Background: an optimization exercise with open tools, aiming at small area. Do not read the settings as production practice.
Function was checked by simulation only, so behaviour that the tests miss may differ from the original.
No activity file was given, so power comes from the tool's default toggle rates.

yarrow:
==> flow/design.v <==
package sd_test_pkg;
   typedef logic [7:0]  sd_byte_t;
   typedef logic [8:0]  sd_index_t;
   typedef logic [31:0] sd_addr_t;
   typedef logic [5:0]  sd_cmd_t;
   localparam sd_cmd_t CMD_GO_IDLE     = 6'd0;
   localparam sd_cmd_t CMD_SEND_OP     = 6'd1;
   localparam sd_cmd_t CMD_READ_BLOCK  = 6'd17;
   localparam sd_cmd_t CMD_WRITE_BLOCK = 6'd24;
   localparam sd_byte_t DATA_TOKEN = 8'hFE;
   typedef enum logic [3:0] {
      WAIT_INIT,
      SEND_BYTE,
      WAIT_UART,
      NEXT_BYTE,
      PATCH_BYTE,
      WRITE_BACK,
      WAIT_WRITE,
      RELOAD,
      WAIT_READ,
      STOP
   } seq_state_t;
endpackage
`timescale 1ns/100ps
module sd_dump_top (
   input  logic clk,
   input  logic reset,
   output logic uart_txd,
   output logic sd_cs,
   output logic sd_sclk,
   output logic sd_mosi,
   input  logic sd_miso,
   output logic done,
   output logic sd_error
);
   typedef enum logic [3:0] {
      S_PWR,      
      S_CMD,      
      S_R1,       
      S_TOK,      
      S_RD,       
      S_RCRC,     
      S_INS,      
      S_UW,       
      S_UT,       
      S_WW,       
      S_WG,       
      S_WS,       
      S_WCRC,     
      S_BUSY,     
      S_ERR,      
      S_HALT      
   } state_t;
   state_t      state;
   logic [8:0]  ph;        
   logic [8:0]  k;         
   logic [1:0]  cmd;       
   logic        pass2;     
   logic        act;       
   logic [7:0]  sr;        
   logic [4095:0] line;
   logic        tick;      
   logic        slot;      
   logic        uwin;      
   logic [7:0]  line_out;
   logic [5:0]  cmd_idx;
   assign tick     = (ph[4:0] == 5'd31);
   assign uwin     = tick && ph[5];
   assign slot     = (ph == {k[8] ^ k[0], k[7:0]});
   assign line_out = line[4095:4088];
   always_comb begin
      case (cmd)
         2'd0:    cmd_idx = 6'd0;
         2'd1:    cmd_idx = 6'd1;
         2'd2:    cmd_idx = 6'd17;
         default: cmd_idx = 6'd24;
      endcase
   end
   always_ff @(posedge clk) begin
      line <= {line[4087:0], (state == S_INS && slot) ? sr : line_out};
   end
   always_ff @(posedge clk) begin
      if (reset) begin
         ph       <= '0;
         state    <= S_PWR;
         k        <= '0;
         cmd      <= 2'd0;
         pass2    <= 1'b0;
         act      <= 1'b1;
         sr       <= 8'hFF;
         sd_sclk  <= 1'b0;
         sd_cs    <= 1'b1;
         uart_txd <= 1'b1;
         done     <= 1'b0;
         sd_error <= 1'b0;
      end else begin
         ph <= ph + 9'd1;
         sd_sclk <= act && !ph[1];
         if (act && ph[1:0] == 2'd2) begin
            sr <= {sr[6:0], sd_miso};
         end
         if (state == S_UT) begin
            case (ph[5:2])
               4'd0:    uart_txd <= 1'b0;
               4'd1:    uart_txd <= sr[0];
               4'd2:    uart_txd <= sr[1];
               4'd3:    uart_txd <= sr[2];
               4'd4:    uart_txd <= sr[3];
               4'd5:    uart_txd <= sr[4];
               4'd6:    uart_txd <= sr[5];
               4'd7:    uart_txd <= sr[6];
               4'd8:    uart_txd <= sr[7];
               default: uart_txd <= 1'b1;
            endcase
         end else begin
            uart_txd <= 1'b1;
         end
         case (state)
            S_PWR: if (tick) begin
               sr <= 8'hFF;
               k  <= k + 9'd1;
               if (k[3:0] == 4'd9) begin
                  k     <= '0;
                  sd_cs <= 1'b0;
                  state <= S_CMD;
               end
            end
            S_CMD: if (tick) begin
               k <= k + 9'd1;
               case (k[2:0])
                  3'd0:    sr <= {2'b01, cmd_idx};
                  3'd5:    sr <= 8'h95;
                  3'd6: begin
                     sr    <= 8'hFF;
                     state <= S_R1;
                  end
                  default: sr <= 8'h00;
               endcase
            end
            S_R1: if (tick) begin
               sr <= 8'hFF;
               k  <= '0;
               if (sr != 8'hFF) begin
                  case (cmd)
                     2'd0: begin
                        if (sr == 8'h01) cmd <= 2'd1;
                        state <= S_CMD;
                     end
                     2'd1: begin
                        if (sr == 8'h00) begin
                           cmd   <= 2'd2;
                           state <= S_CMD;
                        end else if (sr == 8'h01) begin
                           state <= S_CMD;
                        end else begin
                           state <= S_ERR;
                        end
                     end
                     2'd2: state <= (sr == 8'h00) ? S_TOK : S_ERR;
                     default: begin
                        sr    <= 8'hFE;
                        k     <= '1;
                        state <= (sr == 8'h00) ? S_WCRC : S_ERR;
                     end
                  endcase
               end
            end
            S_TOK: if (tick) begin
               sr <= 8'hFF;
               if (sr == 8'hFE) begin
                  k     <= '0;
                  state <= S_RD;
               end else if (sr != 8'hFF) begin
                  state <= S_ERR;
               end
            end
            S_RD: if (tick) begin
               act   <= 1'b0;
               state <= pass2 ? S_UW : S_INS;
            end
            S_RCRC: if (tick) begin
               sr <= 8'hFF;
               k  <= k + 9'd1;
               if (k[0]) begin
                  k <= '0;
                  if (pass2) begin
                     act   <= 1'b0;
                     sd_cs <= 1'b1;
                     done  <= 1'b1;
                     state <= S_HALT;
                  end else begin
                     cmd   <= 2'd3;
                     state <= S_CMD;
                  end
               end
            end
            S_INS: if (slot) state <= S_UW;
            S_UW:  if (uwin) state <= S_UT;
            S_UT:  if (uwin) begin
               act   <= 1'b1;
               sr    <= 8'hFF;
               k     <= k + 9'd1;
               state <= (k == 9'd511) ? S_RCRC : S_RD;
            end
            S_WW: if (slot) begin
               sr    <= line_out | {8{k[8:0] == 9'd255}};
               state <= S_WG;
            end
            S_WG: if (tick) begin
               act   <= 1'b1;
               state <= S_WS;
            end
            S_WS: if (tick) begin
               k <= k + 9'd1;
               if (k[8:0] == 9'd511) begin
                  sr    <= 8'hFF;
                  state <= S_WCRC;
               end else begin
                  act   <= 1'b0;
                  state <= S_WW;
               end
            end
            S_WCRC: if (tick) begin
               sr <= 8'hFF;
               k  <= k + 9'd1;
               if (k[8]) begin
                  act   <= 1'b0;
                  state <= S_WW;
               end else if (k[1]) begin
                  state <= (sr[4:0] == 5'b00101) ? S_BUSY : S_ERR;
               end
            end
            S_BUSY: if (tick) begin
               sr <= 8'hFF;
               if (sr == 8'hFF) begin
                  k     <= '0;
                  cmd   <= 2'd2;
                  pass2 <= 1'b1;
                  state <= S_CMD;
               end
            end
            S_ERR: begin
               act      <= 1'b0;
               sd_error <= 1'b1;
               state    <= S_HALT;
            end
            default: ;
         endcase
      end
   end
   assign sd_mosi = sr[7];
endmodule
Settings: LEC_CHECK=0, CAP_MARGIN=20, CORE_MARGIN=2, CORE_UTILIZATION=70, PLACE_DENSITY=0.75, SLEW_MARGIN=20, SYNTH_MEMORY_MAX_BITS=8192; clock period 10.0 ns.
standard.sh (not shown) runs the stock make flow with config.mk's settings and CLKGATE_MAP_FILE= SYNTH_SCRIPT=/design/flow/synth_recipe.tcl, a recipe that flattens the netlist after the stock synthesis.
==> flow/flow/run.sh <==
#!/bin/bash
# Layout: the standard flow (standard.sh) with clock tree synthesis run without
# dummy loads and with larger sink clusters.  The attempts below go from the
# smallest clock tree to the safest; the first whose flip-flop clock pins all
# have a slew under CLK_SLEW_MAX (ns, measured on the finished layout) is kept.
# Each attempt's make output is in flow_attemptN.log, its ORFS logs in
# logs_attemptN/ when it is not the one kept.
set -uo pipefail
cd "$(dirname "$0")/.."
CLK_SLEW_MAX=0.118
# Port buffers: the smallest buffer is enough for these ports
export BUFFER_PORTS_ARGS="-buffer_cell sky130_fd_sc_hd__buf_1"
CTS_BASE="-sink_clustering_enable -repair_clock_nets -dont_use_dummy_load"
ATTEMPTS=(
  "CORE_UTILIZATION=70 PLACE_DENSITY=0.75|-sink_clustering_size 20 -sink_clustering_max_diameter 50 -buf_list {sky130_fd_sc_hd__clkbuf_8}"
  "CORE_UTILIZATION=70 PLACE_DENSITY=0.75|-sink_clustering_size 14 -sink_clustering_max_diameter 40 -buf_list {sky130_fd_sc_hd__clkbuf_8}"
  "CORE_UTILIZATION=60 PLACE_DENSITY=0.65|-sink_clustering_size 10 -sink_clustering_max_diameter 30 -buf_list {sky130_fd_sc_hd__clkbuf_8}"
)
n=0
last=$(( ${#ATTEMPTS[@]} - 1 ))
for a in "${ATTEMPTS[@]}"; do
  knobs=${a%%|*}
  cts=${a#*|}
  rm -rf orfs out/final.def
  echo "attempt $n: $knobs; CTS: $cts" | tee -a flow_attempts.txt
  if CTS_ARGS="$CTS_BASE $cts" bash standard.sh $knobs finish > flow_attempt$n.log 2>&1 \
     && [[ -f out/final.def ]]; then
    RES=orfs/results/sky130hd/sd_dump_top/base openroad -no_init -exit flow/clkslew.tcl \
      > clkslew_attempt$n.log 2>&1
    slew=$(sed -n 's/^CLKSLEW //p' clkslew_attempt$n.log)
    echo "attempt $n: clock-pin slew ${slew:-unknown}" | tee -a flow_attempts.txt
    if [[ -n "$slew" ]] && awk -v s="$slew" -v m="$CLK_SLEW_MAX" 'BEGIN{exit !(s < m)}'; then
      exit 0
    fi
    if [[ $n -eq $last ]]; then
      exit 0
    fi
  else
    echo "attempt $n: flow failed" | tee -a flow_attempts.txt
  fi
  [[ -d orfs/logs ]] && mv orfs/logs logs_attempt$n
  n=$((n + 1))
done
exit 1
Other scripts of this flow, unchanged in this note and not shown: flow/flow/clkslew.tcl
yarrow finished every step from synthesis to the final layout, and the layout passed the timing, design-rule and antenna checks.
[inputs] lagoon vs yarrow
-- flow/flow/run.sh --
<<< yarrow, line 9
cd "$(dirname "$0")/.."
CLK_SLEW_MAX=0.118
# Port buffers: the smallest buffer is enough for these ports
>>> lagoon, line 9
cd "$(dirname "$0")/.."
CLK_SLEW_MAX=0.124
# Port buffers: the smallest buffer is enough for these ports
<<< yarrow, line 14
ATTEMPTS=(
  "CORE_UTILIZATION=70 PLACE_DENSITY=0.75|-sink_clustering_size 20 -sink_clustering_max_diameter 50 -buf_list {sky130_fd_sc_hd__clkbuf_8}"
>>> lagoon, line 14
ATTEMPTS=(
  "CORE_UTILIZATION=70 PLACE_DENSITY=0.75|-sink_clustering_size 22 -sink_clustering_max_diameter 50 -buf_list {sky130_fd_sc_hd__clkbuf_8}"
  "CORE_UTILIZATION=70 PLACE_DENSITY=0.75|-sink_clustering_size 20 -sink_clustering_max_diameter 50 -buf_list {sky130_fd_sc_hd__clkbuf_8}"
## What came out
Cmp lagoon and yarrow / post-detailed-routing wire length / lower: lagoon. Side by side, count of clock-buffer cells in the layout turned out lower in lagoon than in yarrow. Via count normalized by instance count for lagoon is lower than for yarrow. Comparing lagoon and yarrow, the lower fmax is on yarrow. From yarrow to lagoon the numbers moved as follows: power after layout fell by about 6%; combinational share of power stayed essentially flat; first-iteration DRC count rose by 60.

[static timing again, ports no longer ideal]
How much do the figures lean on ideal ports? The routed layouts below were timed once more, with nothing changed but the port constraints. Step 1, drivers: a clkbuf_16 drives clk and a buf_2 each remaining input, both assumed. Step 2 also shifts input and output timing later by t, the mid clock arrival at the registers, as if the neighbouring blocks saw the same clock. Slacks: ideal ports / drivers / drivers and shift; pairs: ideal ports / drivers.
run | shift t [ns] | setup slack, ns | worst setup path at the end
yarrow | 0.997 | 6.269 / 6.201 / 6.528 | input to register
lagoon | 0.946 | 6.330 / 6.261 / 6.541 | input to register
After both steps setup and hold are still met in every run listed.
